Source: an optimization exercise on an open RTL-to-GDS flow (aim: small area, a short achievable clock period and few clock cycles per item). Production flows keep margins and buffers that such runs may drop. Only simulation tests tie the RTL to the original design; equivalence was not proved. No driver is modelled on the clock port, so clock power and skew are understated where the tree is cut down; a real chip needs a root buffer or a tree. Power is estimated from default activity; no workload was simulated.

==> flow/design.v <==
`timescale 1ns/1ns
package fetch_pkg;
    parameter int XLEN = 32;
    typedef logic [XLEN-1:0] addr_t;
    typedef union packed {
        logic [3:0][7:0] bytes;
        logic [XLEN-1:0] word;
    } insn_word_u;
    typedef struct packed {
        logic  valid;
        addr_t pc;
    } lookup_t;
    typedef struct packed {
        logic       valid;
        addr_t      pc;
        insn_word_u insn;
    } fetch_t;
    typedef struct packed {
        logic  valid;
        addr_t pc;
    } redirect_t;
    typedef struct packed {
        logic       valid;
        addr_t      pc;
        insn_word_u data;
    } fill_t;
endpackage
`timescale 1ns/1ns
module fetch_top #(
    parameter int LO_W    = 6,
    parameter int CREDITS = 2
) (
    input  logic        clk,
    input  logic        rst_n_i,
    input  logic        redirect_valid_i,
    input  logic [31:0] redirect_pc_i,
    input  logic        credit_return_i,
    input  logic [7:0]  mem_data_i,
    output logic        fetch_valid_o,
    output logic [31:0] fetch_pc_o,
    output logic [31:0] fetch_insn_o,
    output logic        mem_rd_o,
    output logic [31:0] mem_addr_o
);
    localparam int LO = LO_W + 2;
    logic [31:LO]   hi_q;
    logic [LO-1:2]  rd_lo_q;
    logic [LO-1:2]  dl_lo_q;
    logic [1:0]     off_q;       
    logic [31:0]    insn_q;      
    logic           done_q;      
    logic           valid_q;     
    logic           carry_q;     
    logic [1:0]     occ_q;       
    logic           room;
    logic           last;
    logic           take;
    logic           wrap;
    assign room = (occ_q + {1'b0, valid_q}) < 2'(CREDITS);
    assign last = (off_q == 2'd3) && !carry_q;
    assign take = last && room;
    assign wrap = &rd_lo_q;
    always_ff @(posedge clk) begin
        if (!rst_n_i) begin
            hi_q    <= '0;
            rd_lo_q <= '0;
            off_q   <= 2'd0;
            done_q  <= 1'b0;
            valid_q <= 1'b0;
            carry_q <= 1'b0;
            occ_q   <= 2'd0;
        end else begin
            occ_q <= occ_q + {1'b0, valid_q} - {1'b0, credit_return_i};
            if (redirect_valid_i) begin
                hi_q    <= redirect_pc_i[31:LO];
                rd_lo_q <= redirect_pc_i[LO-1:2];
                off_q   <= 2'd0;
                done_q  <= 1'b0;
                valid_q <= 1'b0;
                carry_q <= 1'b0;
            end else begin
                done_q  <= take;
                valid_q <= done_q;
                if (!carry_q) begin
                    off_q <= off_q + 2'd1;
                end
                if (take) begin
                    rd_lo_q <= rd_lo_q + 1'b1;
                    carry_q <= wrap;
                end
                if (carry_q && valid_q) begin
                    hi_q    <= hi_q + 1'b1;
                    carry_q <= 1'b0;
                end
            end
        end
    end
    always_ff @(posedge clk) begin
        insn_q <= {mem_data_i, insn_q[31:8]};
        if (take) begin
            dl_lo_q <= rd_lo_q;
        end
    end
    assign mem_rd_o      = 1'b1;
    assign mem_addr_o    = {hi_q, rd_lo_q, off_q};
    assign fetch_valid_o = valid_q;
    assign fetch_pc_o    = {hi_q, dl_lo_q, 2'b00};
    assign fetch_insn_o  = insn_q;
endmodule
Settings: LEC_CHECK=0, CAP_MARGIN=20, CORE_MARGIN=2, CORE_UTILIZATION=40, SETUP_SLACK_MARGIN=4.72, SLEW_MARGIN=20; clock period 7.0 ns.
standard.sh (not shown) runs the stock make flow with config.mk's settings and CLKGATE_MAP_FILE= SYNTH_SCRIPT=/design/flow/synth_recipe.tcl, a recipe that flattens the netlist after the stock synthesis.
==> flow/flow/run.sh <==
#!/bin/bash
# standard layout with plain buf_1 port buffers and a one-level clock tree
set -euo pipefail
export BUFFER_PORTS_ARGS="-buffer_cell sky130_fd_sc_hd__buf_1"
export CTS_ARGS="-sink_clustering_enable -repair_clock_nets -dont_use_dummy_load"
export POST_CTS_TCL="$PWD/flow/post_cts.tcl"
bash standard.sh > flow_standard.log 2>&1
Other scripts of this flow, unchanged in this note and not shown: flow/flow/post_cts.tcl
The starting point ran to the end with no violations.
Testbench counts at the start, summed over its fixed seeds: cycles 69,980, items 16,000.
==> next run, changes <==
--- a/flow/config.mk
+++ b/flow/config.mk
@@ -10,3 +10,3 @@
 export CORE_UTILIZATION = 40
-export SETUP_SLACK_MARGIN = 4.72
+export SETUP_SLACK_MARGIN = 4.73
 export SLEW_MARGIN = 20
After rerunning: The new run passed the timing, DRC and antenna checks; maximum frequency increases slightly; via count increases by a few percent; area after synthesis does not change; sequential power hardly moves; global-route usage increases by 0.21 points; final area increases by a few percent; clock skew decreases by 0.0049 ns; combinational power increases by a few percent; first-iteration DRC count decreases by a little under a tenth; utilization increases by 1.1 points; clock power barely changes.
==> next run, changes <==
--- a/flow/config.mk
+++ b/flow/config.mk
@@ -10,3 +10,3 @@
 export CORE_UTILIZATION = 40
-export SETUP_SLACK_MARGIN = 4.73
+export SETUP_SLACK_MARGIN = 4.6
 export SLEW_MARGIN = 20
Via count drops by 3.0%.
Synthesized area stays the same.
Wire length drops by 4.9%.
Synthesized cell count stays the same.
Utilization decreases by 2.8 points.
Clock skew is higher by 0.0065 ns.
Die area does not change.
Setup slack degrades by 0.16 ns.
Clock power is about the same.
First-iteration DRC count drops by 30%.
==> next run, changes <==
--- a/flow/config.mk
+++ b/flow/config.mk
@@ -7,6 +7,7 @@
 export LEC_CHECK = 0
-export CAP_MARGIN = 20
+export CAP_MARGIN = 0
 export CORE_MARGIN = 2
 export CORE_UTILIZATION = 40
-export SETUP_SLACK_MARGIN = 4.6
-export SLEW_MARGIN = 20
+export PLACE_DENSITY = 0.8
+export SETUP_SLACK_MARGIN = 4.7
+export SLEW_MARGIN = 0
=>
- clock skew is about the same
- final cell count is higher by 0.80%
- setup slack improves by 0.13 ns
- critical path depth is lower by 1
- design area is higher by 2.7%
- synthesized area does not change
- routed wire length is higher by 4.2%
- global-route usage is higher by 0.84 points
- clock power stays flat
- utilization is higher by 1.3 points
==> next run, changes <==
--- a/flow/config.mk
+++ b/flow/config.mk
@@ -7,7 +7,6 @@
 export LEC_CHECK = 0
-export CAP_MARGIN = 0
+export CAP_MARGIN = 20
 export CORE_MARGIN = 2
 export CORE_UTILIZATION = 40
-export PLACE_DENSITY = 0.8
 export SETUP_SLACK_MARGIN = 4.7
-export SLEW_MARGIN = 0
+export SLEW_MARGIN = 20
After rerunning: The new run passed the timing, DRC and antenna checks; total power is about the same; sequential power hardly moves; die area is unchanged; core utilization is about the same; hold slack barely changes; final cell count shrinks slightly; critical path depth grows by 1; wire length shrinks by a few percent; sequential cell count stays the same; setup slack is worse by 0.031 ns.
In every run of this note, the design's own scripts or RTL, not TritonCTS, make the clock network.

* * *

Starts from the design.v that is shown in full above.
Settings: LEC_CHECK=0, CAP_MARGIN=20, CORE_MARGIN=2, CORE_UTILIZATION=40, SETUP_SLACK_MARGIN=4.65, SLEW_MARGIN=20; clock period 7.0 ns.
==> flow/flow/run.sh <==
#!/bin/bash
# standard layout with plain buf_1 port buffers and adjusted clock tree options
set -euo pipefail
export BUFFER_PORTS_ARGS="-buffer_cell sky130_fd_sc_hd__buf_1"
export CTS_ARGS="-sink_clustering_enable -repair_clock_nets -dont_use_dummy_load"
bash standard.sh > flow_standard.log 2>&1
The starting point ran to the end with no violations.
Testbench counts at the start, summed over its fixed seeds: cycles 69,980, items 16,000.
Edit:
==> flow/flow/run.sh (replaced) <==
#!/bin/bash
# standard layout, with plain buf_1 port buffers instead of the default choice
set -euo pipefail
export BUFFER_PORTS_ARGS="-buffer_cell sky130_fd_sc_hd__buf_1"
bash standard.sh > flow_standard.log 2>&1
ABC_CLOCK_PERIOD_IN_PS = 2400   (was unset)
SETUP_SLACK_MARGIN = 4.75   (was 4.65)
What happened:
- maximum frequency goes up by 2.6%
- worst hold slack gains 0.013 ns
- combinational power increases by 60%
- count of clock-buffer cells in the layout does not change
- synthesized cell count does not change
- final area goes up by 22%
- sequential cell count does not change

* * *

run A:
// fetch_top: RTL as listed in full above, without the edits since
export LEC_CHECK = 0
export CAP_MARGIN = 20
export CORE_MARGIN = 2
export CORE_UTILIZATION = 40
export PLACE_DENSITY = 0.92
export SETUP_SLACK_MARGIN = 4.7
export SLEW_MARGIN = 20
create_clock -name core_clock -period 7.0 [get_ports {clk}]
==> flow/flow/run.sh <==
#!/bin/bash
# standard layout with plain buf_1 port buffers and a one-level clock tree
set -euo pipefail
export BUFFER_PORTS_ARGS="-buffer_cell sky130_fd_sc_hd__buf_1"
export CTS_ARGS="-sink_clustering_enable -repair_clock_nets -dont_use_dummy_load"
export POST_CTS_TCL="$PWD/flow/post_cts.tcl"
bash standard.sh > flow_standard.log 2>&1
==> flow/flow/post_cts.tcl <==
# POST_CTS hook: rebuild the clock tree that CTS made (a root buffer feeding
# leaf buffers) as one level: NLEAF clock buffers, each fed from the clock
# port and driving the flip-flops of one quarter of the core
set nleaf 4
set leaf_cell sky130_fd_sc_hd__clkbuf_8
set block [ord::get_db_block]
set clk_net [$block findNet clk]
set dbu [$block getDbUnitsPerMicron]

# every clock buffer below the port, and every flip-flop clock pin below them
set bufs {}
set sinks {}
set todo [list $clk_net]
while {[llength $todo]} {
  set net [lindex $todo 0]
  set todo [lrange $todo 1 end]
  foreach it [$net getITerms] {
    if {![$it isInputSignal]} { continue }
    set inst [$it getInst]
    if {[string match "sky130_fd_sc_hd__clkbuf*" [[$inst getMaster] getName]]} {
      lappend bufs $inst
      lappend todo [[$inst findITerm X] getNet]
    } else {
      lappend sinks $it
    }
  }
}
puts "post_cts: [llength $bufs] clock buffers, [llength $sinks] sinks"

# sink positions; split by median x, then each half by median y
proc center {it} {
  set bb [[$it getInst] getBBox]
  return [list [expr {([$bb xMin] + [$bb xMax]) / 2}] [expr {([$bb yMin] + [$bb yMax]) / 2}]]
}
set pts {}
foreach it $sinks { lappend pts [concat [center $it] [list $it]] }
set pts [lsort -integer -index 0 $pts]
set half [expr {[llength $pts] / 2}]
set groups {}
foreach part [list [lrange $pts 0 [expr {$half - 1}]] [lrange $pts $half end]] {
  set part [lsort -integer -index 1 $part]
  set h [expr {[llength $part] / 2}]
  lappend groups [lrange $part 0 [expr {$h - 1}]] [lrange $part $h end]
}

# remove the old tree
foreach it $sinks { $it disconnect }
foreach inst $bufs {
  set onet [[$inst findITerm X] getNet]
  foreach it [$inst getITerms] { if {[$it getNet] ne "NULL"} { $it disconnect } }
  odb::dbInst_destroy $inst
  if {$onet ne "NULL" && [$onet getName] ne "clk"} { odb::dbNet_destroy $onet }
}

# new leaves
set master [[ord::get_db] findMaster $leaf_cell]
set i 0
foreach g $groups {
  set name "clkleaf_$i"
  set inst [odb::dbInst_create $block $master $name]
  set net [odb::dbNet_create $block "clknet_leaf_$i"]
  $net setSigType CLOCK
  [$inst findITerm A] connect $clk_net
  [$inst findITerm X] connect $net
  set sx 0; set sy 0
  foreach p $g {
    [lindex $p 2] connect $net
    set sx [expr {$sx + [lindex $p 0]}]
    set sy [expr {$sy + [lindex $p 1]}]
  }
  set n [llength $g]
  place_inst -name $name -location [list [expr {double($sx) / $n / $dbu}] [expr {double($sy) / $n / $dbu}]] -status PLACED
  puts "post_cts: $name drives $n sinks"
  incr i
}
detailed_placement
check_placement -verbose
estimate_parasitics -placement
report_clock_skew
report_clock_min_period
Run A ran to completion and came out clean on the timing, DRC and antenna checks.
Testbench counts of run A, summed over its fixed seeds: cycles 69,980, items 16,000.
Modified inputs, run B compared to run A
- a change of CORE_UTILIZATION from 40 to 55
- a deleted PLACE_DENSITY that had been 0.92
Results
Run A has a higher total half-perimeter wirelength after legalization and detailed placement than run B.
Compared with run A, run B shows a wire length that is 7.5% lower.
On run B: number of placed instances with taps included is 6.0% lower than what run A gave.
Power went down slightly going from run A to run B.
Routed via count delta (run A -> run B): insignificant
On sequential share of power, run A tracks run B almost exactly.
| power per unit of standard cell area | run B vs run A | 0.99% higher |
The higher power of the combinational group came out of run A.
Run B against run A: layout-stage area growth over the synthesis result now smaller, total clock network power comparable.
Input-level comparison between run C and run B:
- CORE_UTILIZATION changed from 55 to 40
diff --git a/flow/flow/post_cts.tcl b/flow/flow/post_cts.tcl
--- a/flow/flow/post_cts.tcl
+++ b/flow/flow/post_cts.tcl
@@ -3,5 +3,5 @@
 # port and driving the flip-flops of one quarter of the core
 set nleaf 4
-set leaf_cell sky130_fd_sc_hd__clkbuf_8
+set leaf_cell sky130_fd_sc_hd__clkbuf_16
 set block [ord::get_db_block]
 set clk_net [$block findNet clk]
Findings:
Taking run B as the reference, in run C total routing resource utilization after global routing went down 6.4 points, cell-internal power went up about 9%, amount of wire on met3 after detailed routing went down about 13%. Run B has a lower count of filler cells inserted in the layout than run C. Run C went all the way through the flow, and no timing, DRC or antenna check failed. The share of cell area taken by flip-flops and latches in run C was lower than what run B gave.
In every run of this note, the design's own scripts or RTL, not TritonCTS, make the clock network.

[what the ideal ports hide]
How much do the figures lean on ideal ports? The routed layouts below were timed once more, with nothing changed but the port constraints.
Step 1 (the two cells are an assumption about what drives the block):
set clk [get_ports {clk}]
set_driving_cell -lib_cell sky130_fd_sc_hd__clkbuf_16 $clk
set_driving_cell -lib_cell sky130_fd_sc_hd__buf_2 [delete_from_list [all_inputs] $clk]
Step 2, shift: input delay + t, output delay - t, t = (earliest + latest rising clock arrival at the registers) / 2. This alone moves slack from input paths to output paths.
a / b / c = no drivers / after step 1 / after step 2; a / b = the first two.
| run | t, ns | slack for setup (ns) | worst setup path after step 2 | worst slew at a driven data input, ns |
|---|---|---|---|---|
| the first run of note 1 | 0.220 | 4.782 / 4.810 / 4.590 | input to register | 0.04 |
| the second run of note 1 | 0.216 | 4.820 / 4.819 / 4.636 | input to register | 0.04 |
| the third run of note 1 | 0.216 | 4.664 / 4.687 / 4.470 | input to register | 0.04 |
| the fourth run of note 1 | 0.220 | 4.798 / 4.781 / 4.603 | input to register | 0.05 |
| the fifth run of note 1 | 0.221 | 4.768 / 4.785 / 4.576 | input to register | 0.04 |
| the first run of note 2 | 0.364 | 4.690 / 4.661 / 4.469 | input to register | 0.04 |
| the second run of note 2 | 0.374 | 4.749 / 4.719 / 4.471 | input to register | 0.05 |
| run A | 0.216 | 4.767 / 4.789 / 4.579 | input to register | 0.04 |
| run B | 0.217 | 4.719 / 4.739 / 4.522 | input to register | 0.05 |
| run C | 0.216 | 4.798 / 4.808 / 4.632 | input to register | 0.04 |
After both steps every run listed still meets setup and hold. The setup slack of the second run of note 2, which loses most, moves by -0.030 ns with the drivers and by -0.278 ns with both steps.
